This is an optimization exercise on Yosys and OpenROAD, whose aim is small area, a short achievable clock period and few clock cycles, not a production implementation.
No run shown here included a check of the RTL's function; only the layout flow was run.
No activity file was given, so power comes from the tool's default toggle rates.

File: config.mk
export PLATFORM = sky130hd
export DESIGN_NAME = online_shop
export DESIGN_NICKNAME = online_shop
export VERILOG_FILES = /design/flow/design.v
export SDC_FILE = /design/flow/constraint.sdc
export NUM_CORES = 4
export LEC_CHECK = 0
export ABC_CLOCK_PERIOD_IN_PS = 2500
export CAP_MARGIN = 20
export CORE_MARGIN = 2
export CORE_UTILIZATION = 40
export SETUP_SLACK_MARGIN = 5
export SLEW_MARGIN = 20
File: constraint.sdc
create_clock -name core_clock -period 9.0 [get_ports {clk}]
set_input_delay 1.8000 -clock core_clock [delete_from_list [all_inputs] [get_ports {clk}]]
set_output_delay 1.8000 -clock core_clock [all_outputs]
set_load 0.01 [all_outputs]
File: design.v
package shop_pkg;
	typedef logic [15:0] money_t;
	typedef logic [5:0]  item_num_t;
	typedef logic [11:0] exp_t;
	typedef logic [7:0]  user_id_t;
	typedef enum logic [1:0] {
		item_none,
		item_small,
		item_medium,
		item_large
	} item_id_e;
	typedef enum logic [1:0] {
		lvl_platinum = 2'd0,
		lvl_gold     = 2'd1,
		lvl_silver   = 2'd2,
		lvl_copper   = 2'd3
	} level_e;
	typedef enum logic [3:0] {
		act_none    = 4'd0,
		act_buy     = 4'd1,
		act_deposit = 4'd4
	} action_e;
	typedef enum logic [3:0] {
		no_err         = 4'd0,
		inv_not_enough = 4'd2,
		out_of_money   = 4'd3,
		inv_full       = 4'd4,
		wallet_full    = 4'd8
	} err_e;
	typedef struct packed {
		item_num_t large_num;
		item_num_t medium_num;
		item_num_t small_num;
		level_e    level;
		exp_t      exp;
	} shop_info_t;
	typedef struct packed {
		item_id_e  item_id;
		item_num_t item_num;
		user_id_t  seller_id;
	} shop_hist_t;
	typedef struct packed {
		money_t     money;
		shop_hist_t shop_history;
	} user_info_t;
	typedef struct packed {
		shop_info_t shop;
		user_info_t user;
	} account_t;
	typedef union packed {
		money_t money;
		struct packed {
			logic [7:0] pad;
			user_id_t   val;
		} id;
		struct packed {
			logic [11:0] pad;
			action_e     val;
		} action;
		struct packed {
			logic [13:0] pad;
			item_id_e    val;
		} item;
		struct packed {
			logic [9:0] pad;
			item_num_t  val;
		} count;
	} data_in_t;
	typedef enum logic [3:0] {
		s_idle,
		s_user_req,
		s_user_wait,
		s_input,
		s_seller_req,
		s_seller_wait,
		s_buy_calc,
		s_dep_calc,
		s_seller_wr,
		s_seller_wr_wait,
		s_user_wr,
		s_user_wr_wait,
		s_out
	} state_e;
	localparam money_t price_small  = 16'd100;
	localparam money_t price_medium = 16'd200;
	localparam money_t price_large  = 16'd300;
	localparam money_t fee_platinum = 16'd10;
	localparam money_t fee_gold     = 16'd30;
	localparam money_t fee_silver   = 16'd50;
	localparam money_t fee_copper   = 16'd70;
	localparam exp_t exp_small  = 12'd20;
	localparam exp_t exp_medium = 12'd40;
	localparam exp_t exp_large  = 12'd60;
	localparam exp_t exp_to_silver   = 12'd1000;
	localparam exp_t exp_to_gold     = 12'd2500;
	localparam exp_t exp_to_platinum = 12'd4000;
	localparam money_t money_max = 16'd65535;
	localparam int dram_word_bits = 64;
endpackage
`timescale 1ns/1ps
module online_shop
(
	input  logic         clk,
	input  logic         inf,
	input  logic [15:0]  data_in,
	input  logic         id_valid,
	input  logic         act_valid,
	input  logic         item_valid,
	input  logic         num_valid,
	input  logic         amnt_valid,
	input  logic         c_out_valid,
	input  logic [63:0]  c_data_r,
	output logic         c_in_valid,
	output logic         c_r_wb,
	output logic [7:0]   c_addr,
	output logic [63:0]  c_data_w,
	output logic         out_valid,
	output logic [3:0]   err_msg,
	output logic         complete,
	output logic [31:0]  out_info
);
	localparam int IDLE  = 0;   
	localparam int UREQ  = 1;   
	localparam int UWAIT = 2;   
	localparam int HAVEU = 3;   
	localparam int DCALC = 4;   
	localparam int SREQ  = 5;   
	localparam int SWAIT = 6;   
	localparam int WREQ  = 7;   
	localparam int WWAIT = 8;   
	localparam int NST   = 9;
	logic [NST-1:0] st;
	logic [NST-1:0] nst;
	logic           pend;
	logic           can_req;
	logic [7:0]  uid;
	logic [7:0]  sid;
	logic [15:0] xin;       
	logic        got_sid;
	logic        got_amt;
	logic [14:0] pk;        
	logic [11:0] xk;        
	logic [63:0] wbuf;
	logic [63:0] sbuf;
	logic        inv_full_q;
	logic        money_low_q;
	logic        req;
	logic        rd;
	logic [7:0]  addr_n;
	logic        ovld;
	logic [3:0]  err_n;
	wire [1:0] item = xin[7:6];
	wire [5:0] cnt  = xin[5:0];
	assign c_data_w = wbuf;
	always_ff @(posedge clk or negedge inf) begin
		if (!inf)
			pend <= 1'b0;
		else
			pend <= c_in_valid || (pend && !c_out_valid);
	end
	assign can_req = !c_in_valid && (!pend || c_out_valid);
	always_ff @(posedge clk) begin
		if (id_valid && st[IDLE])
			uid <= data_in[7:0];
		if (id_valid && !st[IDLE])
			sid <= data_in[7:0];
		if (num_valid || amnt_valid)
			xin[5:0] <= data_in[5:0];
		if (item_valid)
			xin[7:6] <= data_in[1:0];
		else if (amnt_valid)
			xin[7:6] <= data_in[7:6];
		if (amnt_valid)
			xin[15:8] <= data_in[15:8];
		if (id_valid && st[IDLE]) begin
			got_sid <= 1'b0;
			got_amt <= 1'b0;
		end else begin
			if (id_valid)
				got_sid <= 1'b1;
			if (amnt_valid)
				got_amt <= 1'b1;
		end
	end
	logic [7:0]  nk;
	logic [14:0] pa, pb, pc, ps, pcy;
	assign nk  = (item[0] ? 8'(cnt) : 8'd0) + (item[1] ? 8'({cnt, 1'b0}) : 8'd0);
	assign pa  = 15'({nk, 6'd0});
	assign pb  = 15'({nk, 5'd0});
	assign pc  = 15'({nk, 2'd0});
	assign ps  = pa ^ pb ^ pc;
	assign pcy = (pa & pb) | (pa & pc) | (pb & pc);
	always_ff @(posedge clk) begin
		pk <= ps + {pcy[13:0], 1'b0};
		xk <= 12'({nk, 4'd0}) + 12'({nk, 2'd0});
	end
	logic [63:0] ua;
	assign ua = {wbuf[39:32], wbuf[47:40], wbuf[55:48], wbuf[63:56],
	             wbuf[7:0],   wbuf[15:8],  wbuf[23:16], wbuf[31:24]};
	logic [5:0]  u_hold;
	logic [6:0]  u_hsum;
	logic [6:0]  fee_m2;
	logic [16:0] op_a, op_b, op_c, cs_s, cs_c, m_diff;
	logic [15:0] u_money_new;
	logic [12:0] e_sum;
	logic [1:0]  lvl_new;
	logic [11:0] exp_new;
	logic [63:0] ua_buy;
	logic        inv_full;
	logic        money_low;
	always_comb begin
		case (item)
			2'd1:    u_hold = ua[51:46];
			2'd2:    u_hold = ua[57:52];
			2'd3:    u_hold = ua[63:58];
			default: u_hold = 6'd0;
		endcase
		u_hsum   = 7'(u_hold) + 7'(cnt);
		inv_full = u_hsum[6];
		case (ua[45:44])
			2'd0:    fee_m2 = 7'd8;
			2'd1:    fee_m2 = 7'd28;
			2'd2:    fee_m2 = 7'd48;
			default: fee_m2 = 7'd68;
		endcase
		op_a = {1'b0, ua[31:16]};
		op_b = ~{2'b00, pk};
		op_c = ~{10'd0, fee_m2};
		cs_s = op_a ^ op_b ^ op_c;
		cs_c = (op_a & op_b) | (op_a & op_c) | (op_b & op_c);
		m_diff = cs_s + {cs_c[15:0], 1'b0};
		money_low   = m_diff[16];
		u_money_new = m_diff[15:0];
		e_sum = 13'(ua[43:32]) + 13'(xk);
		lvl_new = ua[45:44];
		exp_new = e_sum[11:0];
		case (ua[45:44])
			2'd3: if (e_sum >= 13'd1000) begin lvl_new = 2'd2; exp_new = 12'd0; end
			2'd2: if (e_sum >= 13'd2500) begin lvl_new = 2'd1; exp_new = 12'd0; end
			2'd1: if (e_sum >= 13'd4000) begin lvl_new = 2'd0; exp_new = 12'd0; end
			default: exp_new = 12'd0;
		endcase
		ua_buy = ua;
		case (item)
			2'd1: ua_buy[51:46] = u_hsum[5:0];
			2'd2: ua_buy[57:52] = u_hsum[5:0];
			2'd3: ua_buy[63:58] = u_hsum[5:0];
			default: ;
		endcase
		ua_buy[45:44] = lvl_new;
		ua_buy[43:32] = exp_new;
		ua_buy[31:16] = u_money_new;
		ua_buy[15:0]  = {item, cnt, sid};
	end
	logic [16:0] d_sum;
	logic [63:0] ua_dep;
	assign d_sum = 17'(ua[31:16]) + 17'(xin);
	always_comb begin
		ua_dep = ua;
		ua_dep[31:16] = d_sum[15:0];
	end
	logic [63:0] sa;
	assign sa = {sbuf[39:32], sbuf[47:40], sbuf[55:48], sbuf[63:56],
	             sbuf[7:0],   sbuf[15:8],  sbuf[23:16], sbuf[31:24]};
	logic [5:0]  s_hold;
	logic [16:0] s_sum;
	logic [63:0] sa_new;
	always_comb begin
		case (item)
			2'd1:    s_hold = sa[51:46];
			2'd2:    s_hold = sa[57:52];
			2'd3:    s_hold = sa[63:58];
			default: s_hold = 6'd0;
		endcase
		s_sum = 17'(sa[31:16]) + 17'(pk);
		sa_new = sa;
		case (item)
			2'd1: sa_new[51:46] = s_hold - cnt;
			2'd2: sa_new[57:52] = s_hold - cnt;
			2'd3: sa_new[63:58] = s_hold - cnt;
			default: ;
		endcase
		sa_new[31:16] = s_sum[16] ? 16'hffff : s_sum[15:0];
	end
	logic [63:0] ra;
	logic [5:0]  r_hold;
	logic        stock_ok;
	logic [3:0]  buy_err;
	assign ra = {c_data_r[39:32], c_data_r[47:40], c_data_r[55:48], c_data_r[63:56],
	             c_data_r[7:0],   c_data_r[15:8],  c_data_r[23:16], c_data_r[31:24]};
	always_comb begin
		case (item)
			2'd1:    r_hold = ra[51:46];
			2'd2:    r_hold = ra[57:52];
			2'd3:    r_hold = ra[63:58];
			default: r_hold = 6'd0;
		endcase
	end
	assign stock_ok = r_hold >= cnt;
	assign buy_err  = inv_full_q ? 4'd4 : !stock_ok ? 4'd2 : money_low_q ? 4'd3 : 4'd0;
	logic u_go, sid_now, amt_now, ovf, buy_bad, u_req;
	assign u_go    = st[HAVEU] || (st[UWAIT] && c_out_valid);
	assign sid_now = got_sid || id_valid;
	assign amt_now = got_amt || amnt_valid;
	assign ovf     = d_sum[16];
	assign buy_bad = buy_err != 4'd0;
	assign u_req   = ((st[IDLE] && id_valid) || st[UREQ]) && can_req;
	always_comb begin
		nst[IDLE]  = (st[IDLE] && !id_valid) || st[DCALC] ||
		             (st[SWAIT] && c_out_valid && buy_bad) || (st[WWAIT] && c_out_valid);
		nst[UREQ]  = ((st[IDLE] && id_valid) || st[UREQ]) && !can_req;
		nst[UWAIT] = u_req || (st[UWAIT] && !c_out_valid);
		nst[HAVEU] = u_go && !sid_now && !amt_now;
		nst[DCALC] = u_go && !sid_now && amt_now;
		nst[SREQ]  = u_go && sid_now;
		nst[SWAIT] = st[SREQ] || (st[SWAIT] && !c_out_valid);
		nst[WREQ]  = st[SWAIT] && c_out_valid && !buy_bad;
		nst[WWAIT] = st[WREQ] || (st[WWAIT] && !c_out_valid);
		req  = u_req || nst[SREQ] || (st[DCALC] && !ovf) || nst[WREQ] || (st[WWAIT] && c_out_valid);
		ovld = st[DCALC] || (st[SWAIT] && c_out_valid && buy_bad) || (st[WWAIT] && c_out_valid);
		rd   = st[IDLE] || st[UREQ] || st[UWAIT] || st[HAVEU];
		err_n = st[DCALC] ? {ovf, 3'b000} : st[SWAIT] ? buy_err : 4'd0;
		if (st[IDLE])
			addr_n = data_in[7:0];
		else if (st[UWAIT] || st[HAVEU])
			addr_n = id_valid ? data_in[7:0] : sid;
		else if (st[WREQ] || st[WWAIT])
			addr_n = sid;
		else
			addr_n = uid;
	end
	always_ff @(posedge clk or negedge inf) begin
		if (!inf) begin
			st         <= NST'(1) << IDLE;
			c_in_valid <= 1'b0;
			out_valid  <= 1'b0;
		end else begin
			st         <= nst;
			c_in_valid <= req;
			out_valid  <= ovld;
		end
	end
	always_ff @(posedge clk) begin
		c_r_wb   <= rd;
		c_addr   <= addr_n;
		err_msg  <= err_n;
		complete <= (err_n == 4'd0);
	end
	always_ff @(posedge clk) begin
		if (st[UWAIT])
			wbuf <= c_data_r;
		else if (st[SREQ])
			wbuf <= {ua_buy[39:32], ua_buy[47:40], ua_buy[55:48], ua_buy[63:56],
			         ua_buy[7:0],   ua_buy[15:8],  ua_buy[23:16], ua_buy[31:24]};
		else if (st[DCALC])
			wbuf <= {ua_dep[39:32], ua_dep[47:40], ua_dep[55:48], ua_dep[63:56],
			         ua_dep[7:0],   ua_dep[15:8],  ua_dep[23:16], ua_dep[31:24]};
		else if (st[WREQ])
			wbuf <= {sa_new[39:32], sa_new[47:40], sa_new[55:48], sa_new[63:56],
			         sa_new[7:0],   sa_new[15:8],  sa_new[23:16], sa_new[31:24]};
		if (st[SWAIT])
			sbuf <= c_data_r;
		if (st[SREQ]) begin
			inv_full_q  <= inv_full;
			money_low_q <= money_low;
		end
		if (st[SREQ])
			out_info <= (inv_full || money_low) ? 32'd0 : ua_buy[31:0];
		else if (st[DCALC])
			out_info <= d_sum[16] ? 32'd0 : {16'd0, d_sum[15:0]};
		else if (st[SWAIT] && c_out_valid && !stock_ok)
			out_info <= 32'd0;
	end
endmodule
File: run.sh
#!/bin/bash
# synth_recipe.tcl (not shown) runs the flow's synth.tcl, then flattens the netlist and writes it again
# the make line also repeats each setting of config.mk as NAME=value (left out here)
make -C /OpenROAD-flow-scripts/flow DESIGN_CONFIG=/design/flow/config.mk WORK_HOME=/design/flow/orfs CLKGATE_MAP_FILE= SYNTH_SCRIPT=/design/flow/synth_recipe.tcl finish
==> flow_metrics.py, run 1 <==
metrics = {
    "finish": {
        "filler_cell_count": 3005,
        "drive_gt1_frac": 0.109,
        "nets": 1698,
        "syn_to_final_growth_pct": 28.9,
    },
    "logic_synthesis": {
        "yosysWarnings": 1,
        "synth_common_cells": "edfxtp_1, nand2_1, ha_1",
        "ys_ff_latch": 243,
        "synthCells": 1255,
        "netlist_area_um2": 13800,
        "ys_top_cells_by_area": "edfxtp_1, ha_1, dfxtp_1",
        "synth.most_common_cell": "edfxtp_1",
        "synth_nets": 1465,
        "ys_types": 78,
        "synth_largest_area_cell": "edfxtp_1",
        "synth_enable_flop_cells": 194,
        "ys.flop_type": "edfxtp_1",
        "syn_area_per_cell_um2": 11.0,
        "synthArstFlopShare": 0.0494,
        "yosys.area.top_type_share": 0.423,
        "synth_seq_area_share": 0.499,
    },
    "cts": {
        "cts.htree.levels": 1,
        "clockRootBuffer": "clkbuf_16",
        "cts_buffers": 27,
        "clk_pin_slew_ns": 0.06,
        "cts_tree": "done",
        "insertion_delay_ns": 0.56,
        "clockBufferDepth": 3,
        "cts_num_sinks": 243,
        "cts_hold_buf": 0,
    },
    "sta": {
        "max_slew_margin": 0.317,
        "fin_crit_sh": 0.434,
        "setup_violations": 0,
        "min_period_ns": 3.91,
        "hold_slack_ns": 0.413,
        "rsz0062_at_grt": "yes",
        "fin_skew_ns": 0.0163,
        "maxSlewViolCount": 0,
        "fin_setup_tns_ns": 0,
        "worstMarginPinSlew_ns": 1.02,
        "finalHoldViolCount": 0,
        "fmax_mhz": 256,
    },
    "floorplan": {
        "ios": 200,
        "die_y_um": 189,
        "dieArea_um2": 35900,
        "dieWidth_um": 189,
        "core_um2": 33700,
        "start_util": 0.408,
        "rows": 67,
    },
    "routing": {
        "drt_iter0_markers": 846,
        "routedWlPerCell_um": 21.9,
        "vias_per_cell": 5.55,
        "drt_first_pass_iters": 5,
        "drc": 0,
        "vias": 10863,
        "final_antenna_net_count": 0,
        "wl_um": 42900,
    },
    "power_and_ir_drop": {
        "p_sw_mw": 3.04,
        "p_sw_frac": 0.419,
        "power_density_nw_per_um2": 410,
        "p_leak_nw": 7.09,
        "p_clk_frac": 0.161,
        "ir_drop_uv": 197,
        "p_seq_frac": 0.279,
        "pwr-share-comb": 0.560,
        "p_int_mw": 4.23,
    },
    "hold_path": {
        "hold_class": "reg2reg",
    },
    "critical_path": {
        "cp.arrival_ns": 4.18,
        "crit_path_end_kind": "register",
        "required_ns": 9.27,
        "cp_max_fo": 4,
        "cp-start-kind": "input port",
        "worstSetupPathType": "in2reg",
    },
    "run": {
        "cap_violations": 0,
    },
    "global_routing": {
        "grt_pass1_wl_um": 63800,
        "antenna_found_initial": 2,
        "track_usage": 0.234,
        "grt_max_degree": 69,
        "grt_pass1_vias": 10622,
        "overflow": 0,
    },
    "place": {
        "dp_hpwl_um": 30500,
        "portBuffers": 198,
        "finalWeightedCongestion": 0.880,
    },
    "status": {
        "status": "finished clean",
    },
}
[placed cells by master (no fill, tap or decap), drive strengths merged, types with 9 or more instances in the layout]
cell             n
clkdlybuf4s50  196
edfxtp         194
nand2          115
ha             106
o21ai           94
inv             92
a21oi           81
nor2            71
buf             49
xnor2           40
clkbuf          39
dfxtp           37
a21o            32
a22oi           31
o21a            24
xor2            23
mux2i           20
and2            18
fa              16
o221ai          12
nand3           12
o22ai           11
dfrtp           11
nor2b           11
a2bb2oi         10
a211oi          10
nor3             9
o21bai           9
or3              9
a221oi           9
[stage by stage]
step           cells   util  instance area [µm²]  power, mW  worst slack (ns)
6_report        1958  0.526                17700       7.27              5.09
5_1_grt         1957  0.526                17700       7.76              4.93
4_1_cts         1941  0.519                17500       7.21              5.00
3_5_place_dp    1863  0.482                16200       5.92              3.99
3_3_place_gp    1863  0.482                16200       5.87              4.01
2_1_floorplan   1255      -                13800       4.58              4.91
[layer usage]
metal  wire length, µm  global-route usage  vias to the layer above
li1                  -                   -                     5117
met1             19900               0.342                     5322
met2             18800               0.358                      360
met3              3070              0.0430                       62
met4              1070              0.0590                        2
met5                11                   0                        -
[power groups by stage]
stage | sequential (mW) | combinational, mW | clock (mW)
finish | 2.03 | 4.07 | 1.17
global placement | 2.05 | 3.82 | 0
floorplan | 2.06 | 2.51 | 0
global route | 2.07 | 4.47 | 1.23
detailed placement | 2.04 | 3.87 | 0
CTS | 2.03 | 3.99 | 1.19
[sequential cells by signal, indices dropped and copies added, names as in the netlist, 4 cells and up]
| name | flops |
|---|---|
| sbuf | 64 |
| wbuf | 64 |
| out_info | 32 |
| xin | 16 |
| pk | 13 |
| st | 9 |
| c_addr | 8 |
| sid | 8 |
| uid | 8 |
| xk | 8 |
| err_msg | 4 |
[critical path, stage by stage]
cell and delay [ns]:
clkdlybuf4s50_1 0.52, a22oi_2 0.10, ha_1 0.30, nand2b_4 0.15, a21o_1 0.16, a21o_1 0.15, a21o_1 0.15, a21o_1 0.19
a21oi_4 0.18, nand3_4 0.12, nand2_4 0.09, bufbuf_16 0.27
[kinds of logic (layout without fill, tap and decap cells)]
family | Yosys count | in the layout | share of synthesized area
and+or+nand+nor | 279 | 281 | 0.0948
buffers and inverters | 140 | 392 | 0.0388
adders and majority gates | 122 | 122 | 0.120
other | 0 | 1 | 0
AOI/OAI and AO/OA | 382 | 382 | 0.187
xor gates and xnor gates | 63 | 63 | 0.0406
DFF | 243 | 243 | 0.499
muxes | 26 | 26 | 0.0195
[path summary, 6_finish.rpt]
kind	start	to	slack [ns]	cells past startpoint
worst max-delay path	c_data_r[54]	out_info[18]	5.09	12
worst min-delay path	got_amt	st[3]	0.41	1
worst max register to register	xin[7]	pk[14]	5.11	18
worst min register to register	got_amt	st[3]	0.41	1
max in group asynchronous	inf	st[6]	7.05	1
min in group asynchronous	inf	st[1]	1.58	1
[repair_timing]
action,4_1_cts,5_1_grt
buffers inserted,24,15
endpoints found under the hold margin,0,0
gates cloned,4,1
setup endpoints to repair,70,69
pin swaps,9,16
gates resized for setup,15,28
[cell type report]
type                            instances  area (µm²)  area share
Sequential cell                       243        6870       0.387
Multi-Input combinational cell        874        6550       0.369
Timing Repair Buffer                  249        2470       0.139
Clock buffer                           38         758      0.0428
Tap cell                              448         561      0.0316
Inverter                               92         349      0.0197
Clock inverter                         12         175     0.00988
Timing Repair inverter                  1        5.00    0.000282
Antenna cell                            1        2.50    0.000141
==> run 2: changes to the inputs <==
==> flow/run.sh (new file) <==
#!/bin/bash
# Own flow: the standard layout (standard.sh, unchanged synthesis and steps) with two
# extra ORFS settings passed on make's command line:
#  - port buffers are buf_2 cells instead of the default delay-buffer cells;
set -euo pipefail
cd "$(dirname "$0")/.."
bash standard.sh \
  "BUFFER_PORTS_ARGS=-buffer_cell sky130_fd_sc_hd__buf_2" \
  SETUP_SLACK_MARGIN=6.2 \
  finish > flow_make.log 2>&1
==> standard.sh (new file) <==
#!/bin/bash
# synth_recipe.tcl (not shown) runs the flow's synth.tcl, then flattens the netlist and writes it again
# the make line also repeats each setting of config.mk as NAME=value (left out here)
make -C /OpenROAD-flow-scripts/flow DESIGN_CONFIG=/design/flow/config.mk WORK_HOME=/design/flow/orfs CLKGATE_MAP_FILE= SYNTH_SCRIPT=/design/flow/synth_recipe.tcl "${@:-finish}"
--- a/config.mk
+++ b/config.mk
@@ -9,5 +9,4 @@
 export CAP_MARGIN = 20
 export CORE_MARGIN = 2
 export CORE_UTILIZATION = 40
-export SETUP_SLACK_MARGIN = 5
 export SLEW_MARGIN = 20
removed: run.sh
==> run 2 against run 1 <==
Clock power is 5% lower. Hold slack better by 0.0093 ns. Global-route usage is 1.7 points higher. Highest routed layer unchanged. Flip-flop and latch count stayed put. Still clean. Area after synthesis stayed put. Total power is 24% higher. Die area stayed put. Non-clock buffer count is 139 higher. Core utilization is 5.7 points higher.
==> flow_metrics.py, run 2 <==
metrics = {
    "logic_synthesis": {
        "synthCells": 1255,
        "synth_enable_flop_cells": 194,
        "synth_nets": 1465,
        "netlist_area_um2": 13800,
        "ys_top_cells_by_area": "edfxtp_1, ha_1, dfxtp_1",
        "synth_seq_area_share": 0.499,
        "synthArstFlopShare": 0.0494,
        "ys.flop_type": "edfxtp_1",
        "synth.most_common_cell": "edfxtp_1",
        "synth_common_cells": "edfxtp_1, nand2_1, ha_1",
        "ys_types": 78,
        "yosysWarnings": 1,
        "yosys.area.top_type_share": 0.423,
        "syn_area_per_cell_um2": 11.0,
        "ys_ff_latch": 243,
        "synth_largest_area_cell": "edfxtp_1",
    },
    "sta": {
        "fmax_mhz": 264,
        "rsz0062_at_grt": "yes",
        "maxSlewViolCount": 0,
        "worstMarginPinSlew_ns": 1.04,
        "fin_setup_tns_ns": 0,
        "hold_slack_ns": 0.422,
        "fin_skew_ns": 0.0168,
        "setup_violations": 0,
        "max_slew_margin": 0.304,
        "min_period_ns": 3.79,
        "fin_crit_sh": 0.421,
        "finalHoldViolCount": 0,
    },
    "finish": {
        "layout_commonest_cell": "edfxtp_1",
        "final_cell_mix": "edfxtp_1, buf_2, buf_4, nand2_1, ha_1",
        "syn_to_final_growth_pct": 42.9,
        "drive_gt1_frac": 0.429,
        "nets": 1838,
        "design_area_um2": 19700,
        "reg_top3": "sbuf x64, wbuf x64, out_info x32",
    },
    "critical_path": {
        "crit_path_top_delay_cell": "edfxtp_1",
        "rr_endpoint": "pk[12]",
        "r2r_cells": 18,
        "path_cells": "buf_4 -> buf_6 -> and2_4 -> ha_4 -> a21o_1 -> a21oi_4 -> buf_4 -> xnor2_4 -> fa_1 -> ha_1 -> inv_1 -> fa_2 -> inv_2 -> a21oi_4 -> o21bai_2 -> a21o_1 -> a21o_1 -> xor2_1",
        "path_common_cell": "a21o_1",
        "crit_path_end_kind": "register",
        "critPathMaxStageDelay_ns": 0.52,
        "r2r_slack_ns": 5.21,
        "cp-start-kind": "register",
        "r2r_start": "xin[6]",
        "cp_max_fo": 4,
        "crit_buf_inv": 5,
        "worstSetupPathType": "reg2reg",
        "cp.arrival_ns": 4.23,
        "required_ns": 9.44,
        "critPathLaunch": "xin[6]",
        "cp_top_family": "adder cells",
    },
    "routing": {
        "routedWlPerCell_um": 22.3,
        "drc": 0,
        "vias": 11814,
        "vias_per_cell": 5.63,
        "drt_first_pass_iters": 5,
        "drt_iter0_markers": 943,
        "final_antenna_net_count": 0,
        "wl_um": 46700,
    },
    "cts": {
        "insertion_delay_ns": 0.56,
        "cts.htree.levels": 1,
        "cts_tree": "done",
        "clk_pin_slew_ns": 0.06,
        "clockBufferDepth": 3,
        "cts_num_sinks": 243,
        "clockRootBuffer": "clkbuf_16",
        "cts_buffers": 27,
    },
    "power_and_ir_drop": {
        "ir_drop_uv": 272,
        "p_leak_nw": 8.16,
        "power_density_nw_per_um2": 457,
        "power_mw": 9.00,
    },
    "place": {
        "placed_area_um2": 15500,
        "finalWeightedCongestion": 0.907,
        "portBuffers": 198,
        "dp_hpwl_um": 30000,
    },
    "hold_path": {
        "holdPathStages": 1,
        "holdPathEnd": "st[3]",
        "hold_class": "reg2reg",
        "min_from": "got_amt",
    },
    "global_routing": {
        "grt_max_degree": 69,
        "antenna_found_initial": 4,
        "grt_pass1_wl_um": 68300,
        "grt_pass1_vias": 11470,
        "track_usage": 0.251,
        "overflow": 0,
    },
    "floorplan": {
        "ios": 200,
        "start_util": 0.408,
        "dieArea_um2": 35900,
        "core_um2": 33700,
        "rows": 67,
        "dieWidth_um": 189,
        "die_y_um": 189,
    },
    "run": {
        "cap_violations": 0,
    },
    "status": {
        "status": "finished clean",
    },
}
==> run 2: metrics by stage <==
step	util	cells	setup WS [ns]
floorplan	-	1255	4.94
global placement	0.459	1863	4.45
detailed placement	0.459	1863	4.44
CTS	0.554	2050	5.25
global route	0.583	2097	5.12
finish	0.583	2098	5.21
==> run 2: what timing repair did <==
item / CTS / global route
gates cloned: 9 / 0
hold buffers: 0 / 0
endpoints found under the hold margin: 0 / 0
gates resized for setup: 253 / 142
buffers inserted: 128 / 47
pin swaps: 108 / 100
setup endpoints to repair: 291 / 248
==> run 2: kinds of logic after synthesis <==
logic type               share of synthesized area
AO/OA/AOI/OAI                                0.187
XOR/XNOR                                    0.0406
adder cells (fa/ha/maj)                      0.120
buffers and inverters                       0.0388
flip-flops                                   0.499
multiplexers                                0.0195
AND/OR/NAND/NOR                             0.0948
==> run 2: where the power goes <==
part           leakage [nW]  switching [mW]  internal, mW  total, mW
Clock                 0.431           0.464         0.647       1.11
Combinational          5.46            3.13          2.73       5.85
Sequential             2.27           0.259          1.77       2.03
==> run 2: worst max-delay path by stage <==
| stage | end | slack [ns] | cells past startpoint |
|---|---|---|---|
| 5_1_grt | pk[13] | 5.12 | 19 |
| 3_3_place_gp | out_info[22] | 4.45 | 13 |
| 6_report | pk[12] | 5.21 | 18 |
| 3_5_place_dp | out_info[22] | 4.44 | 13 |
| 2_1_floorplan | out_info[0] | 4.94 | 12 |
| 4_1_cts | pk[13] | 5.25 | 18 |
==> run 2: layer usage <==
layer  vias to the layer above  track usage  part of all wire
li1                       5398            -                 -
met4                         6       0.0838             0.033
met3                       105       0.0595             0.083
met1                      5790        0.348              0.43
met2                       515        0.388              0.45
met5                         -            0           0.00071
==> run 2: cell type report <==
cell class | instances | area (µm²)
Antenna cell | 1 | 2.50
Clock buffer | 41 | 768
Clock inverter | 9 | 113
Fill cell | 2795 | 14000
Inverter | 92 | 377
Multi-Input combinational cell | 876 | 8010
Sequential cell | 243 | 6890
Tap cell | 448 | 561
Timing Repair Buffer | 388 | 2950
==> run 3: changes to the inputs <==
--- a/design.v
+++ b/design.v
@@ -128,7 +128,8 @@
 	localparam int SWAIT = 6;   
 	localparam int WREQ  = 7;   
 	localparam int WWAIT = 8;   
-	localparam int NST   = 9;
+	localparam int SERR  = 9;   
+	localparam int NST   = 10;
 	logic [NST-1:0] st;
 	logic [NST-1:0] nst;
 	logic           pend;
@@ -183,8 +184,12 @@
 		end
 	end
 	logic [7:0]  nk;
+	logic [5:0]  cnt_in;
+	assign cnt_in = data_in[5:0];
+	always_ff @(posedge clk)
+		if (num_valid)
+			nk <= (item[0] ? 8'(cnt_in) : 8'd0) + (item[1] ? 8'({cnt_in, 1'b0}) : 8'd0);
 	logic [14:0] pa, pb, pc, ps, pcy;
-	assign nk  = (item[0] ? 8'(cnt) : 8'd0) + (item[1] ? 8'({cnt, 1'b0}) : 8'd0);
 	assign pa  = 15'({nk, 6'd0});
 	assign pb  = 15'({nk, 5'd0});
 	assign pc  = 15'({nk, 2'd0});
@@ -297,29 +302,32 @@
 		endcase
 	end
 	assign stock_ok = r_hold >= cnt;
-	assign buy_err  = inv_full_q ? 4'd4 : !stock_ok ? 4'd2 : money_low_q ? 4'd3 : 4'd0;
-	logic u_go, sid_now, amt_now, ovf, buy_bad, u_req;
+	logic stock_ok_q;
+	always_ff @(posedge clk)
+		stock_ok_q <= stock_ok;
+	assign buy_err  = inv_full_q ? 4'd4 : !stock_ok_q ? 4'd2 : money_low_q ? 4'd3 : 4'd0;
+	logic u_go, sid_now, amt_now, ovf, buy_ok, u_req;
 	assign u_go    = st[HAVEU] || (st[UWAIT] && c_out_valid);
 	assign sid_now = got_sid || id_valid;
 	assign amt_now = got_amt || amnt_valid;
 	assign ovf     = d_sum[16];
-	assign buy_bad = buy_err != 4'd0;
+	assign buy_ok  = !inv_full_q && !money_low_q && stock_ok;
 	assign u_req   = ((st[IDLE] && id_valid) || st[UREQ]) && can_req;
 	always_comb begin
-		nst[IDLE]  = (st[IDLE] && !id_valid) || st[DCALC] ||
-		             (st[SWAIT] && c_out_valid && buy_bad) || (st[WWAIT] && c_out_valid);
+		nst[IDLE]  = (st[IDLE] && !id_valid) || st[DCALC] || st[SERR] || (st[WWAIT] && c_out_valid);
 		nst[UREQ]  = ((st[IDLE] && id_valid) || st[UREQ]) && !can_req;
 		nst[UWAIT] = u_req || (st[UWAIT] && !c_out_valid);
 		nst[HAVEU] = u_go && !sid_now && !amt_now;
 		nst[DCALC] = u_go && !sid_now && amt_now;
 		nst[SREQ]  = u_go && sid_now;
 		nst[SWAIT] = st[SREQ] || (st[SWAIT] && !c_out_valid);
-		nst[WREQ]  = st[SWAIT] && c_out_valid && !buy_bad;
+		nst[WREQ]  = st[SWAIT] && c_out_valid && buy_ok;
+		nst[SERR]  = st[SWAIT] && c_out_valid && !buy_ok;
 		nst[WWAIT] = st[WREQ] || (st[WWAIT] && !c_out_valid);
 		req  = u_req || nst[SREQ] || (st[DCALC] && !ovf) || nst[WREQ] || (st[WWAIT] && c_out_valid);
-		ovld = st[DCALC] || (st[SWAIT] && c_out_valid && buy_bad) || (st[WWAIT] && c_out_valid);
+		ovld = st[DCALC] || st[SERR] || (st[WWAIT] && c_out_valid);
 		rd   = st[IDLE] || st[UREQ] || st[UWAIT] || st[HAVEU];
-		err_n = st[DCALC] ? {ovf, 3'b000} : st[SWAIT] ? buy_err : 4'd0;
+		err_n = st[DCALC] ? {ovf, 3'b000} : st[SERR] ? buy_err : 4'd0;
 		if (st[IDLE])
 			addr_n = data_in[7:0];
 		else if (st[UWAIT] || st[HAVEU])
@@ -358,17 +366,16 @@
 		else if (st[WREQ])
 			wbuf <= {sa_new[39:32], sa_new[47:40], sa_new[55:48], sa_new[63:56],
 			         sa_new[7:0],   sa_new[15:8],  sa_new[23:16], sa_new[31:24]};
-		if (st[SWAIT])
-			sbuf <= c_data_r;
+		sbuf <= c_data_r;
 		if (st[SREQ]) begin
 			inv_full_q  <= inv_full;
 			money_low_q <= money_low;
 		end
 		if (st[SREQ])
-			out_info <= (inv_full || money_low) ? 32'd0 : ua_buy[31:0];
+			out_info <= ua_buy[31:0];
 		else if (st[DCALC])
 			out_info <= d_sum[16] ? 32'd0 : {16'd0, d_sum[15:0]};
-		else if (st[SWAIT] && c_out_valid && !stock_ok)
+		else if (st[SERR])
 			out_info <= 32'd0;
 	end
 endmodule
--- a/flow/run.sh
+++ b/flow/run.sh
@@ -6,5 +6,5 @@
 cd "$(dirname "$0")/.."
 bash standard.sh \
   "BUFFER_PORTS_ARGS=-buffer_cell sky130_fd_sc_hd__buf_2" \
-  SETUP_SLACK_MARGIN=6.2 \
+  SETUP_SLACK_MARGIN=5.8 \
   finish > flow_make.log 2>&1
--- a/config.mk
+++ b/config.mk
@@ -5,7 +5,6 @@
 export SDC_FILE = /design/flow/constraint.sdc
 export NUM_CORES = 4
 export LEC_CHECK = 0
-export ABC_CLOCK_PERIOD_IN_PS = 2500
 export CAP_MARGIN = 20
 export CORE_MARGIN = 2
 export CORE_UTILIZATION = 40
==> run 3 against run 2 <==
Sequential power down 7%. Area after synthesis fell by 2.4%. Non-clock buffer count decreased by 150. Clock power is 9% higher. Setup slack gained 0.38 ns. First-iteration DRC count down 15%. Final area down 15%. Hold slack barely moved.
==> flow_metrics.py, run 3 <==
metrics = {
    "power_and_ir_drop": {
        "power_density_nw_per_um2": 415,
        "power_mw": 6.93,
        "p_leak_nw": 7.18,
        "ir_drop_uv": 173,
    },
    "cts": {
        "clockBufferDepth": 3,
        "cts_buffers": 29,
        "cts.htree.levels": 1,
        "clk_pin_slew_ns": 0.06,
        "clockRootBuffer": "clkbuf_16",
        "insertion_delay_ns": 0.57,
        "cts_num_sinks": 253,
        "cts_tree": "done",
    },
    "logic_synthesis": {
        "ys.flop_type": "edfxtp_1",
        "yosysWarnings": 1,
        "synth_seq_area_share": 0.485,
        "synth_nets": 1461,
        "yosys.area.top_type_share": 0.309,
        "ys_top_cells_by_area": "edfxtp_1, dfxtp_1, ha_1",
        "ys_ff_latch": 253,
        "synthArstFlopShare": 0.0514,
        "netlist_area_um2": 13400,
        "synth_largest_area_cell": "edfxtp_1",
        "synth.most_common_cell": "edfxtp_1",
        "syn_area_per_cell_um2": 10.7,
        "synthCells": 1251,
        "synth_common_cells": "edfxtp_1, ha_1, nand2_1",
        "synth_enable_flop_cells": 138,
        "ys_types": 77,
    },
    "place": {
        "portBuffers": 198,
        "finalWeightedCongestion": 0.848,
        "dp_hpwl_um": 29100,
        "placed_area_um2": 15000,
    },
    "hold_path": {
        "holdPathStages": 1,
        "holdPathEnd": "st[3]",
        "hold_class": "reg2reg",
        "min_from": "got_amt",
    },
    "sta": {
        "setup_violations": 0,
        "fmax_mhz": 294,
        "worstMarginPinSlew_ns": 0.923,
        "max_slew_margin": 0.379,
        "rsz0062_at_grt": "yes",
        "fin_crit_sh": 0.379,
        "fin_skew_ns": 0.0293,
        "finalHoldViolCount": 0,
        "fin_setup_tns_ns": 0,
        "maxSlewViolCount": 0,
        "min_period_ns": 3.41,
    },
    "critical_path": {
        "r2r_cells": 13,
        "rr_endpoint": "wbuf[7]",
        "r2r_slack_ns": 5.59,
        "crit_path_end_kind": "register",
        "required_ns": 9.29,
        "r2r_start": "wbuf[52]",
        "cp-start-kind": "register",
        "cp_max_fo": 4,
        "cp.arrival_ns": 3.70,
        "worstSetupPathType": "reg2reg",
    },
    "global_routing": {
        "overflow": 0,
        "grt_max_degree": 68,
        "grt_pass1_vias": 10482,
        "grt_pass1_wl_um": 61000,
        "antenna_found_initial": 2,
        "track_usage": 0.225,
    },
    "finish": {
        "design_area_um2": 16700,
        "reg_top3": "sbuf x64, wbuf x64, out_info x32",
        "syn_to_final_growth_pct": 24.4,
        "drive_gt1_frac": 0.275,
        "utilization": 0.502,
        "nets": 1690,
        "layout_commonest_cell": "buf_2",
        "num_antenna_cells": 0,
        "final_cell_mix": "buf_2, edfxtp_1, nand2_1, dfxtp_1, ha_1",
    },
    "routing": {
        "final_antenna_net_count": 0,
        "drc": 0,
        "wl_um": 40100,
        "drt_first_pass_iters": 5,
        "drt_iter0_markers": 799,
        "vias": 10578,
        "vias_per_cell": 5.42,
        "routedWlPerCell_um": 20.6,
    },
    "status": {
        "status": "finished clean",
    },
    "floorplan": {
        "core_um2": 33300,
        "rows": 67,
        "dieWidth_um": 187,
        "dieArea_um2": 35000,
        "ios": 200,
        "start_util": 0.403,
        "die_y_um": 187,
    },
    "run": {
        "cap_violations": 0,
    },
}
run 3: metal layers:
metal / vias to the layer above / part of all wire / global-route usage
li1: 5042 / - / -
met1: 5102 / 0.45 / 0.316
met2: 353 / 0.44 / 0.350
met3: 77 / 0.074 / 0.0432
met4: 4 / 0.033 / 0.0711
met5: - / 0.00070 / 0
run 3: critical path, stage by stage, from the launching register on:
cell       delay (ns)
edfxtp_1         0.48
buf_6            0.17
ha_4             0.15
o21ai_2          0.13
fa_1             0.48
ha_4             0.24
nor2b_4          0.14
o2111ai_4        0.22
nand3_4          0.12
a311oi_2         0.33
o21bai_1         0.10
a21o_1           0.17
xor2_1           0.14
a221o_1          0.29
run 3: repair_timing:
| item | CTS | global route |
|---|---|---|
| hold buffers | 0 | 0 |
| setup endpoints to repair | 60 | 58 |
| endpoints found under the hold margin | 0 | 0 |
| buffers inserted | 19 | 10 |
| cloned | 0 | 1 |
| resized for setup | 38 | 74 |
| pin swaps | 22 | 36 |
run 3: kinds of logic (layout without fill, tap and decap cells):
| group | count (synthesis) | after routing | synth area share |
|---|---|---|---|
| compound gates | 367 | 367 | 0.190 |
| simple gates | 285 | 285 | 0.102 |
| flops | 253 | 253 | 0.485 |
| buf+inv | 138 | 390 | 0.0391 |
| fa+ha+maj | 122 | 122 | 0.123 |
| xor+xnor | 58 | 58 | 0.0384 |
| mux | 28 | 28 | 0.0228 |
run 3: metrics by stage:
step / hold slack [ns] / setup slack (ns) / std cells
floorplan: 0.393 / 5.33 / 1251
global placement: 0.400 / 5.07 / 1867
detailed placement: 0.411 / 5.07 / 1867
CTS: 0.419 / 5.55 / 1940
global route: 0.448 / 5.46 / 1951
finish: 0.422 / 5.59 / 1951
run 3: power breakdown:
part           internal (mW)  switching (mW)  total [mW]
Clock                  0.707           0.499        1.21
Combinational           1.67            2.16        3.83
Sequential              1.66           0.235        1.89
run 3: worst max path at each step:
stage / startpoint / endpoint / slack (ns) / depth (start not counted)
after floorplan: c_data_r[35] / c_in_valid / 5.33 / 10
after global placement: c_data_r[35] / c_in_valid / 5.07 / 11
after detailed placement: c_data_r[35] / c_in_valid / 5.07 / 11
after CTS: wbuf[52] / wbuf[7] / 5.55 / 13
after global routing: wbuf[52] / wbuf[7] / 5.46 / 13
final: wbuf[52] / wbuf[7] / 5.59 / 13
run 3: layout make-up:
| cell class | instances | area [µm²] |
|---|---|---|
| clock inverters | 19 | 203 |
| multi-input cells | 860 | 6890 |
| flip-flops and latches | 253 | 6520 |
| clock buffers | 35 | 778 |
| inverters | 98 | 370 |
| well taps | 448 | 561 |
| repair buffers | 238 | 1380 |
| fillers | 2998 | 16600 |
==> run 4: changes to the inputs <==
--- a/config.mk
+++ b/config.mk
@@ -7,5 +7,5 @@
 export LEC_CHECK = 0
 export CAP_MARGIN = 20
 export CORE_MARGIN = 2
-export CORE_UTILIZATION = 40
+export CORE_UTILIZATION = 60
 export SLEW_MARGIN = 20
==> run 4 against run 3 <==
Still clean on timing, DRC and antenna. Clock power about the same. First-iteration DRC count is 6.5% lower. Critical path depth did not move. Synthesized cell count unchanged. Combinational power fell by 5.5%. Die area fell by 33%. Cell count down 9.0%. Count of clock-buffer cells in the layout is 1 higher. Critical endpoint unchanged. Highest routed layer is now met4.
==> flow_metrics.py, run 4 <==
metrics = {
    "cts": {
        "cts_num_sinks": 253,
        "insertion_delay_ns": 0.54,
        "clk_pin_slew_ns": 0.07,
        "cts.htree.levels": 1,
        "cts_tree": "done",
        "clockBufferDepth": 3,
        "cts_hold_buf": 0,
        "cts_buffers": 27,
        "clockRootBuffer": "clkbuf_16",
    },
    "routing": {
        "wl_um": 37600,
        "route.met2.wl_um": 17500,
        "wl_met3_um": 2900,
        "final_antenna_net_count": 0,
        "vias_per_cell": 6.03,
        "routedWlPerCell_um": 21.2,
        "drt_iter0_markers": 747,
        "drc": 0,
        "met1Wirelength_um": 16100,
        "vias": 10699,
        "top_layer_used": "met4",
        "drt_first_pass_iters": 5,
    },
    "floorplan": {
        "core_um2": 21900,
        "rows": 54,
        "ios": 200,
        "start_util": 0.613,
        "die_y_um": 154,
        "dieArea_um2": 23600,
        "dieWidth_um": 154,
    },
    "sta": {
        "min_period_ns": 3.46,
        "fin_crit_sh": 0.385,
        "worstMarginPinSlew_ns": 1.04,
        "fin_skew_ns": 0.0125,
        "rsz0062_at_grt": "yes",
        "fmax_mhz": 289,
        "finalHoldViolCount": 0,
        "setup_violations": 0,
        "hold_slack_ns": 0.441,
        "max_slew_margin": 0.305,
        "fin_ws_ns": 5.54,
        "fin_setup_tns_ns": 0,
        "maxSlewViolCount": 0,
    },
    "logic_synthesis": {
        "ys_types": 77,
        "syn_area_per_cell_um2": 10.7,
        "synth-compound-area-share": 0.190,
        "synth_top_family_by_area": "compound AO/OA/AOI/OAI gates",
        "netlist_area_um2": 13400,
        "ys.flop_type": "edfxtp_1",
        "synthArstFlopShare": 0.0514,
        "synth_enable_flop_cells": 138,
        "synth_common_cells": "edfxtp_1, ha_1, nand2_1",
        "yosys.area.top_type_share": 0.309,
        "yosys.area_share.simple": 0.102,
        "synth_nets": 1461,
        "synthCells": 1251,
        "synthXorXnorAreaFrac": 0.0384,
        "ys_top_cells_by_area": "edfxtp_1, dfxtp_1, ha_1",
        "synth_largest_area_cell": "edfxtp_1",
        "ys_ff_latch": 253,
        "synth_fa_ha_area_frac": 0.123,
        "yosysWarnings": 1,
        "synth.most_common_cell": "edfxtp_1",
        "synth_seq_area_share": 0.485,
        "synth_mux_area_frac": 0.0228,
    },
    "place": {
        "placed_area_um2": 14800,
        "place_inst": 1700,
        "dp_hpwl_um": 26800,
        "portBuffers": 198,
        "detailedPlace.worstSlack_ns": 5.02,
        "finalWeightedCongestion": 0.882,
    },
    "critical_path": {
        "worstSetupPathType": "reg2reg",
        "cp-endpoint": "wbuf[7]",
        "r2r_slack_ns": 5.54,
        "required_ns": 9.29,
        "r2r_cells": 13,
        "cp_max_fo": 3,
        "r2r_start": "wbuf[52]",
        "crit_path_end_kind": "register",
        "rr_endpoint": "wbuf[7]",
        "critPathLaunch": "wbuf[52]",
        "cp-start-kind": "register",
        "cp.arrival_ns": 3.76,
    },
    "power_and_ir_drop": {
        "ir_drop_uv": 174,
        "power_mw": 6.69,
        "power_density_nw_per_um2": 412,
        "p_leak_nw": 7.12,
    },
    "finish": {
        "nets": 1681,
        "syn_to_final_growth_pct": 21.0,
        "final_cell_mix": "buf_2, edfxtp_1, nand2_1, dfxtp_1, ha_1",
        "reg_top3": "sbuf x64, wbuf x64, out_info x32",
        "utilization": 0.742,
        "layout_commonest_cell": "buf_2",
        "drive_gt1_frac": 0.258,
        "final_cells": 1775,
        "design_area_um2": 16200,
        "seq_area_um2": 6520,
        "multi_input_area_um2": 6740,
        "filler_cell_count": 1568,
    },
    "global_routing": {
        "antenna_found_initial": 3,
        "grt_pass1_vias": 10587,
        "overflow": 0,
        "grt_pass1_wl_um": 58200,
        "grt_max_degree": 57,
        "track_usage": 0.314,
    },
    "hold_path": {
        "hold_class": "reg2reg",
    },
    "run": {
        "cap_violations": 0,
    },
    "status": {
        "status": "finished clean",
    },
}
[run 4: cell counts after synthesis]
Identical to the previous run, type by type.
[run 4: power breakdown]
group          leakage (nW)  internal, mW  switching [mW]
Clock                 0.479         0.705           0.472
Sequential             2.33          1.66           0.235
Combinational          4.31          1.53            2.09
[run 4: layer usage]
layer,vias up,track usage
met5,-,0
met4,0,0.104
met3,85,0.0428
met2,429,0.507
met1,5141,0.440
li1,5044,-
[run 4: timing repair]
action / in CTS / in global routing
hold endpoints to repair: 0 / 0
setup endpoints to repair: 44 / 47
pin swaps: 29 / 14
setup buffers: 17 / 4
gates cloned: 0 / 1
gates resized for setup: 37 / 41
[run 4: final cells by class]
type | instances | share of cell area
clock inverters | 14 | 0.00994
well taps | 280 | 0.0216
multi-input cells | 860 | 0.415
repair buffers | 231 | 0.0803
inverters | 98 | 0.0228
diodes | 3 | 0.000462
clock buffers | 36 | 0.0486
flip-flops and latches | 253 | 0.401
[run 4: cell families (layout without fill, tap and decap cells)]
group                    after synthesis  in the layout
XOR/XNOR                              58             58
multiplexers                          28             28
buffers and inverters                138            379
AND/OR/NAND/NOR                      285            285
other                                  0              3
adder cells (fa/ha/maj)              122            122
flip-flops                           253            253
AO/OA/AOI/OAI                        367            367
[run 4: worst min path at each step]
stage / startpoint / end / slack (ns) / cells after the start
after floorplan: got_amt / st[3] / 0.39 / 1
after global routing: stock_ok_q / err_msg[0] / 0.46 / 2
after CTS: stock_ok_q / err_msg[0] / 0.44 / 2
after global placement: got_amt / st[3] / 0.40 / 1
final: stock_ok_q / err_msg[0] / 0.44 / 2
after detailed placement: stock_ok_q / err_msg[0] / 0.43 / 2
[run 4: critical path, stage by stage, from the launching register on]
cell and delay (ns):
edfxtp_1 0.48, buf_6 0.17, ha_4 0.16, o21ai_2 0.13, fa_1 0.47, ha_4 0.24
nor2b_4 0.13, o2111ai_4 0.22, nand3_4 0.13, a311oi_2 0.35, o21bai_1 0.12, a21o_1 0.17
xor2_1 0.16, a221o_1 0.30
==> run 5: changes to the inputs <==
==> flow/run.sh (replaced) <==
#!/bin/bash
# Own flow: the standard layout (standard.sh, unchanged synthesis and steps) with two
# extra ORFS settings passed on make's command line:
#  - port buffers are buf_1 cells instead of the default delay-buffer cells;
set -euo pipefail
cd "$(dirname "$0")/.."
bash standard.sh \
  "BUFFER_PORTS_ARGS=-buffer_cell sky130_fd_sc_hd__buf_1" \
  SETUP_SLACK_MARGIN=5.8 \
  finish > flow_make.log 2>&1
--- a/config.mk
+++ b/config.mk
@@ -7,5 +7,5 @@
 export LEC_CHECK = 0
 export CAP_MARGIN = 20
 export CORE_MARGIN = 2
-export CORE_UTILIZATION = 60
+export CORE_UTILIZATION = 40
 export SLEW_MARGIN = 20
==> run 5 against run 4 <==
Sequential share of layout area down 0.60 points. Routed wire length rose by 7.2%. Synthesized cell count stayed put. Critical path type unchanged. Largest power group unchanged. Cell count grew 11%. Register-to-register slack gained 0.09 ns.
==> flow_metrics.py, run 5 <==
metrics = {
    "power_and_ir_drop": {
        "p_seq_frac": 0.278,
        "p_clk_frac": 0.174,
        "power_mw": 6.82,
        "p_int_mw": 3.95,
        "p_leak_nw": 6.68,
        "pwr-share-comb": 0.548,
        "p_sw_frac": 0.420,
        "p_sw_mw": 2.87,
        "power_density_nw_per_um2": 413,
        "ir_drop_uv": 163,
    },
    "floorplan": {
        "rows": 67,
        "die_y_um": 187,
        "core_um2": 33300,
        "start_util": 0.403,
        "dieWidth_um": 187,
        "ios": 200,
        "dieArea_um2": 35000,
    },
    "place": {
        "detailedPlace.worstSlack_ns": 5.05,
        "portBuffers": 198,
        "placed_area_um2": 14800,
        "finalWeightedCongestion": 0.863,
        "dp_hpwl_um": 29300,
    },
    "finish": {
        "syn_to_final_growth_pct": 22.9,
        "final_cell_mix": "buf_1, edfxtp_1, nand2_1, dfxtp_1, ha_1",
        "reg_top3": "sbuf x64, wbuf x64, out_info x32",
        "filler_cell_count": 3093,
        "drive_gt1_frac": 0.143,
        "design_area_um2": 16500,
        "layout_commonest_cell": "buf_1",
        "nets": 1701,
    },
    "logic_synthesis": {
        "ys.flop_type": "edfxtp_1",
        "yosys.area.top_type_share": 0.309,
        "synthCells": 1251,
        "ys_top_cells_by_area": "edfxtp_1, dfxtp_1, ha_1",
        "ys_types": 77,
        "netlist_area_um2": 13400,
        "synthArstFlopShare": 0.0514,
        "yosysWarnings": 1,
        "synth_common_cells": "edfxtp_1, ha_1, nand2_1",
        "synth_nets": 1461,
        "synth_enable_flop_cells": 138,
        "synth_largest_area_cell": "edfxtp_1",
        "syn_area_per_cell_um2": 10.7,
        "synth_seq_area_share": 0.485,
        "synth.most_common_cell": "edfxtp_1",
        "ys_ff_latch": 253,
    },
    "sta": {
        "fin_ws_ns": 5.62,
        "fin_skew_ns": 0.0121,
        "finalHoldViolCount": 0,
        "hold_slack_ns": 0.422,
        "fin_crit_sh": 0.375,
        "fin_setup_tns_ns": 0,
        "worstMarginPinSlew_ns": 1.07,
        "setup_violations": 0,
        "fmax_mhz": 296,
        "max_slew_margin": 0.288,
        "rsz0062_at_grt": "yes",
        "maxSlewViolCount": 0,
        "min_period_ns": 3.38,
    },
    "status": {
        "status": "finished clean",
    },
    "cts": {
        "cts_num_sinks": 253,
        "cts_tree": "done",
        "cts_buffers": 29,
        "clk_pin_slew_ns": 0.06,
        "cts.htree.levels": 1,
        "insertion_delay_ns": 0.55,
        "clockRootBuffer": "clkbuf_16",
        "clockBufferDepth": 3,
    },
    "hold_path": {
        "hold_class": "reg2reg",
        "holdPathEnd": "st[3]",
        "min_from": "got_amt",
        "holdPathStages": 1,
    },
    "routing": {
        "drt_iter0_markers": 957,
        "final_antenna_net_count": 0,
        "vias": 10699,
        "routedWlPerCell_um": 20.5,
        "wl_um": 40300,
        "drt_first_pass_iters": 6,
        "vias_per_cell": 5.45,
        "drc": 0,
    },
    "critical_path": {
        "rr_endpoint": "wbuf[7]",
        "cp.arrival_ns": 3.67,
        "required_ns": 9.30,
        "cp-start-kind": "register",
        "cp_max_fo": 4,
        "worstSetupPathType": "reg2reg",
        "r2r_start": "wbuf[53]",
        "crit_path_end_kind": "register",
        "r2r_cells": 13,
        "r2r_slack_ns": 5.62,
    },
    "global_routing": {
        "antenna_found_initial": 2,
        "overflow": 0,
        "grt_max_degree": 54,
        "track_usage": 0.223,
        "grt_pass1_wl_um": 60100,
        "grt_pass1_vias": 10208,
    },
    "run": {
        "cap_violations": 0,
    },
}
==> run 5: how the worst max path moves through the flow <==
| stage | startpoint | end |
|---|---|---|
| floorplan | c_data_r[35] | c_in_valid |
| global placement | c_data_r[35] | c_in_valid |
| detailed placement | c_data_r[35] | c_in_valid |
| CTS | wbuf[52] | wbuf[7] |
| global route | wbuf[52] | wbuf[7] |
| finish | wbuf[53] | wbuf[7] |
==> run 5: cells by family (layout without fill, tap and decap cells) <==
| logic type | count (synthesis) | after routing | share of synthesized area |
|---|---|---|---|
| DFF | 253 | 253 | 0.485 |
| buffers and inverters | 138 | 400 | 0.0391 |
| adders and majority gates | 122 | 122 | 0.123 |
| xor gates and xnor gates | 58 | 58 | 0.0384 |
| muxes | 28 | 28 | 0.0228 |
| other | 0 | 1 | 0 |
| AOI/OAI and AO/OA | 367 | 367 | 0.190 |
| and+or+nand+nor | 285 | 285 | 0.102 |
==> run 5: layout make-up <==
type / instances / area, µm² / share of cell area
Antenna cell: 1 / 2.50 / 0.000152
Clock buffer: 44 / 853 / 0.0517
Clock inverter: 9 / 108 / 0.00652
Inverter: 98 / 373 / 0.0226
Multi-Input combinational cell: 860 / 6860 / 0.416
Sequential cell: 253 / 6520 / 0.395
Tap cell: 448 / 561 / 0.0340
Timing Repair Buffer: 249 / 1220 / 0.0742
==> run 5: what timing repair did <==
item / CTS / global route
gates cloned: 0 / 3
hold buffers: 0 / 0
gates resized for setup: 44 / 60
pin swaps: 29 / 33
buffers inserted: 23 / 13
endpoints found under the setup margin: 44 / 48
==> run 5: metrics by stage <==
stage	std cells	utilization
6_report	1962	0.496
2_1_floorplan	1251	-
5_1_grt	1962	0.496
3_5_place_dp	1869	0.443
3_3_place_gp	1868	0.443
4_1_cts	1945	0.483
==> run 5: worst max-delay path, stage by stage (launching register included) <==
cell	delay [ns]
edfxtp_1	0.48
inv_2	0.11
ha_4	0.18
o21ai_2	0.13
fa_1	0.46
ha_4	0.24
nor2b_4	0.13
o2111ai_4	0.20
nand3_2	0.14
a311oi_2	0.34
o21bai_1	0.10
a21o_1	0.17
xor2_1	0.15
a221o_1	0.30
==> run 5: power groups by stage <==
stage / registers, mW / clock network [mW] / logic (mW)
floorplan: 1.91 / 0 / 2.24
global placement: 1.92 / 0 / 3.09
detailed placement: 1.92 / 0 / 3.14
CTS: 1.90 / 1.20 / 3.37
global route: 1.93 / 1.25 / 4.10
finish: 1.90 / 1.18 / 3.74
==> run 5: layer usage <==
metal	vias to the layer above	GRT usage	routed length (µm)
li1	5073	-	-
met1	5130	0.319	18300
met2	412	0.334	17500
met3	82	0.0428	3070
met4	2	0.0803	1410
met5	-	0	14
==> run 6: changes to the inputs <==
==> run.sh (new file) <==
#!/bin/bash
# synth_recipe.tcl (not shown) runs the flow's synth.tcl, then flattens the netlist and writes it again
# the make line also repeats each setting of config.mk as NAME=value (left out here)
make -C /OpenROAD-flow-scripts/flow DESIGN_CONFIG=/design/flow/config.mk WORK_HOME=/design/flow/orfs CLKGATE_MAP_FILE= SYNTH_SCRIPT=/design/flow/synth_recipe.tcl finish
--- a/config.mk
+++ b/config.mk
@@ -8,4 +8,5 @@
 export CAP_MARGIN = 20
 export CORE_MARGIN = 2
 export CORE_UTILIZATION = 40
+export SETUP_SLACK_MARGIN = 5
 export SLEW_MARGIN = 20
removed: flow/run.sh
removed: standard.sh
==> run 6 against run 5 <==
Still clean. Clock power up 4%. Critical path depth unchanged. Sequential power about the same. Critical endpoint is now c_in_valid. Critical path type is now in2reg. Via count down 2.5%.
==> flow_metrics.py, run 6 <==
metrics = {
    "routing": {
        "vias": 10428,
        "drc": 0,
        "routedWlPerCell_um": 20.8,
        "drt_first_pass_iters": 5,
        "final_antenna_net_count": 0,
        "wl_um": 40000,
        "vias_per_cell": 5.43,
        "drt_iter0_markers": 740,
    },
    "floorplan": {
        "dieWidth_um": 187,
        "dieArea_um2": 35000,
        "die_y_um": 187,
        "core_um2": 33300,
        "ios": 200,
        "rows": 67,
        "start_util": 0.403,
    },
    "cts": {
        "clockRootBuffer": "clkbuf_16",
        "insertion_delay_ns": 0.56,
        "cts.htree.levels": 1,
        "cts_buffers": 28,
        "cts_num_sinks": 253,
        "clk_pin_slew_ns": 0.06,
        "cts_tree": "done",
        "clockBufferDepth": 3,
    },
    "finish": {
        "layout_commonest_cell": "clkdlybuf4s50_1",
        "final_cell_mix": "clkdlybuf4s50_1, edfxtp_1, ha_1, nand2_1, dfxtp_1",
        "multi_input_area_um2": 6410,
        "design_area_um2": 16900,
        "seq_area_um2": 6520,
        "nets": 1659,
        "syn_to_final_growth_pct": 25.9,
        "drive_gt1_frac": 0.0755,
        "filler_cell_count": 3025,
        "reg_top3": "sbuf x64, wbuf x64, out_info x32",
    },
    "critical_path": {
        "cp.arrival_ns": 4.27,
        "critPathLaunch": "c_data_r[54]",
        "worstSetupPathType": "in2reg",
        "crit_path_end_kind": "register",
        "r2r_start": "wbuf[53]",
        "required_ns": 9.44,
        "cp-start-kind": "input port",
        "cp_max_fo": 3,
    },
    "logic_synthesis": {
        "synth_nets": 1461,
        "syn_area_per_cell_um2": 10.7,
        "ys_ff_latch": 253,
        "ys_top_cells_by_area": "edfxtp_1, dfxtp_1, ha_1",
        "synth_seq_area_share": 0.485,
        "synthArstFlopShare": 0.0514,
        "ys.flop_type": "edfxtp_1",
        "yosysWarnings": 1,
        "synth.most_common_cell": "edfxtp_1",
        "synth_largest_area_cell": "edfxtp_1",
        "synthCells": 1251,
        "synth_enable_flop_cells": 138,
        "synth_common_cells": "edfxtp_1, ha_1, nand2_1",
        "netlist_area_um2": 13400,
        "ys_types": 77,
        "yosys.area.top_type_share": 0.309,
    },
    "power_and_ir_drop": {
        "p_leak_nw": 6.91,
        "ir_drop_uv": 197,
        "power_density_nw_per_um2": 386,
    },
    "sta": {
        "maxSlewViolCount": 0,
        "finalHoldViolCount": 0,
        "setup_violations": 0,
        "rsz0062_at_grt": "no",
        "max_slew_margin": 0.321,
        "fmax_mhz": 262,
        "fin_setup_tns_ns": 0,
        "min_period_ns": 3.82,
        "fin_crit_sh": 0.425,
        "fin_skew_ns": 0.0301,
        "worstMarginPinSlew_ns": 1.02,
        "hold_slack_ns": 0.423,
    },
    "run": {
        "cap_violations": 0,
    },
    "place": {
        "dp_hpwl_um": 29500,
        "placed_area_um2": 15900,
        "portBuffers": 198,
        "finalWeightedCongestion": 0.854,
    },
    "global_routing": {
        "grt_max_degree": 61,
        "grt_pass1_wl_um": 61300,
        "track_usage": 0.226,
        "overflow": 0,
        "grt_pass1_vias": 10372,
        "antenna_found_initial": 1,
    },
    "hold_path": {
        "hold_class": "reg2reg",
        "min_from": "got_amt",
    },
    "status": {
        "status": "finished clean",
    },
}
[run 6: repair_timing]
action | 4_1_cts | 5_1_grt
endpoints found under the setup margin | 0 | 3
hold buffers | 0 | 0
buffers inserted | 0 | 0
gates resized for setup | 0 | 4
[run 6: cells by family after synthesis]
logic type                 after synthesis  share of synthesized area
AOI/OAI and AO/OA                      367                      0.190
adders and majority gates              122                      0.123
xor gates and xnor gates                58                     0.0384
and+or+nand+nor                        285                      0.102
buffers and inverters                  138                     0.0391
muxes                                   28                     0.0228
DFF                                    253                      0.485
[run 6: through the flow]
stage               cells  total power [mW]  setup WS (ns)  utilization
floorplan            1251              4.08           5.23            -
global placement     1867              5.20           4.54        0.478
detailed placement   1867              5.26           4.54        0.478
CTS                  1919              6.51           5.02        0.507
global route         1920              6.98           5.05        0.508
finish               1920              6.53           5.18        0.508
[run 6: area by class of cell]
type	count	area share
flip-flops and latches	253	0.385
multi-input cells	860	0.379
repair buffers	208	0.122
clock buffers	34	0.0452
well taps	448	0.0332
inverters	98	0.0218
clock inverters	18	0.0132
diodes	1	0.000148
[run 6: path summary, 6_finish.rpt]
kind | endpoint | slack, ns | cells past startpoint
setup reg to reg | wbuf[7] | 5.20 | 13
hold / removal | st[3] | 0.42 | 1
hold reg to reg | st[3] | 0.42 | 1
max in group asynchronous | st[5] | 6.96 | 1
min in group asynchronous | pend | 1.62 | 1
setup / recovery | c_in_valid | 5.18 | 13
[run 6: metal layers]
layer / GRT usage / vias to the layer above / wire length, µm
met1: 0.321 / 5015 / 18500
met3: 0.0398 / 67 / 2740
met5: 0 / - / 0
li1: - / 4980 / -
met2: 0.359 / 366 / 17900
met4: 0.0571 / 0 / 915
[run 6: critical path, stage by stage]
cell	delay, ns
clkdlybuf4s50_1	0.50
inv_1	0.06
o21ai_0	0.16
a22oi_1	0.10
ha_1	0.28
nand2b_1	0.14
a21o_1	0.17
a21o_1	0.18
a21o_1	0.17
a21o_1	0.18
a21oi_2	0.17
nor4_1	0.08
a211o_1	0.27
[run 6: power breakdown]
group | leakage, nW | internal (mW) | switching (mW)
registers | 2.33 | 1.66 | 0.238
clock network | 0.485 | 0.746 | 0.482
logic | 4.10 | 1.47 | 1.93

==> afterwards: timing with drivers on the ports <==
The flow's constraints put no driver on any port. The routed layouts listed below were extracted and timed again, unchanged, in two steps.
Step 1: set_driving_cell puts a clkbuf_16 on clk and a buf_2 on each other input, an assumption about the parent block.
Step 2 adds t to the input delays and takes it off the output delays; t is the mean of the earliest and latest rising clock arrival at the registers after step 1. Input paths then give back, and output paths get back, about the clock's delay inside the block.
Three values: ideal, step 1, step 2; two values: the first two.
run	t (ns)	setup slack, ns	worst slew at a driven data input, ns
run 1	0.605	5.090 / 5.109 / 4.511	0.08
run 2	0.607	5.208 / 5.208 / 4.824	0.08
run 3	0.605	5.593 / 5.593 / 5.143	0.07
run 4	0.581	5.537 / 5.537 / 5.082	0.09
run 5	0.595	5.623 / 5.623 / 5.129	0.08
run 6	0.599	5.178 / 5.195 / 4.606	0.08
After both steps setup and hold are still met in every run listed. The setup slack of run 1, which loses most, moves by +0.019 ns with the drivers and by -0.579 ns with both steps.
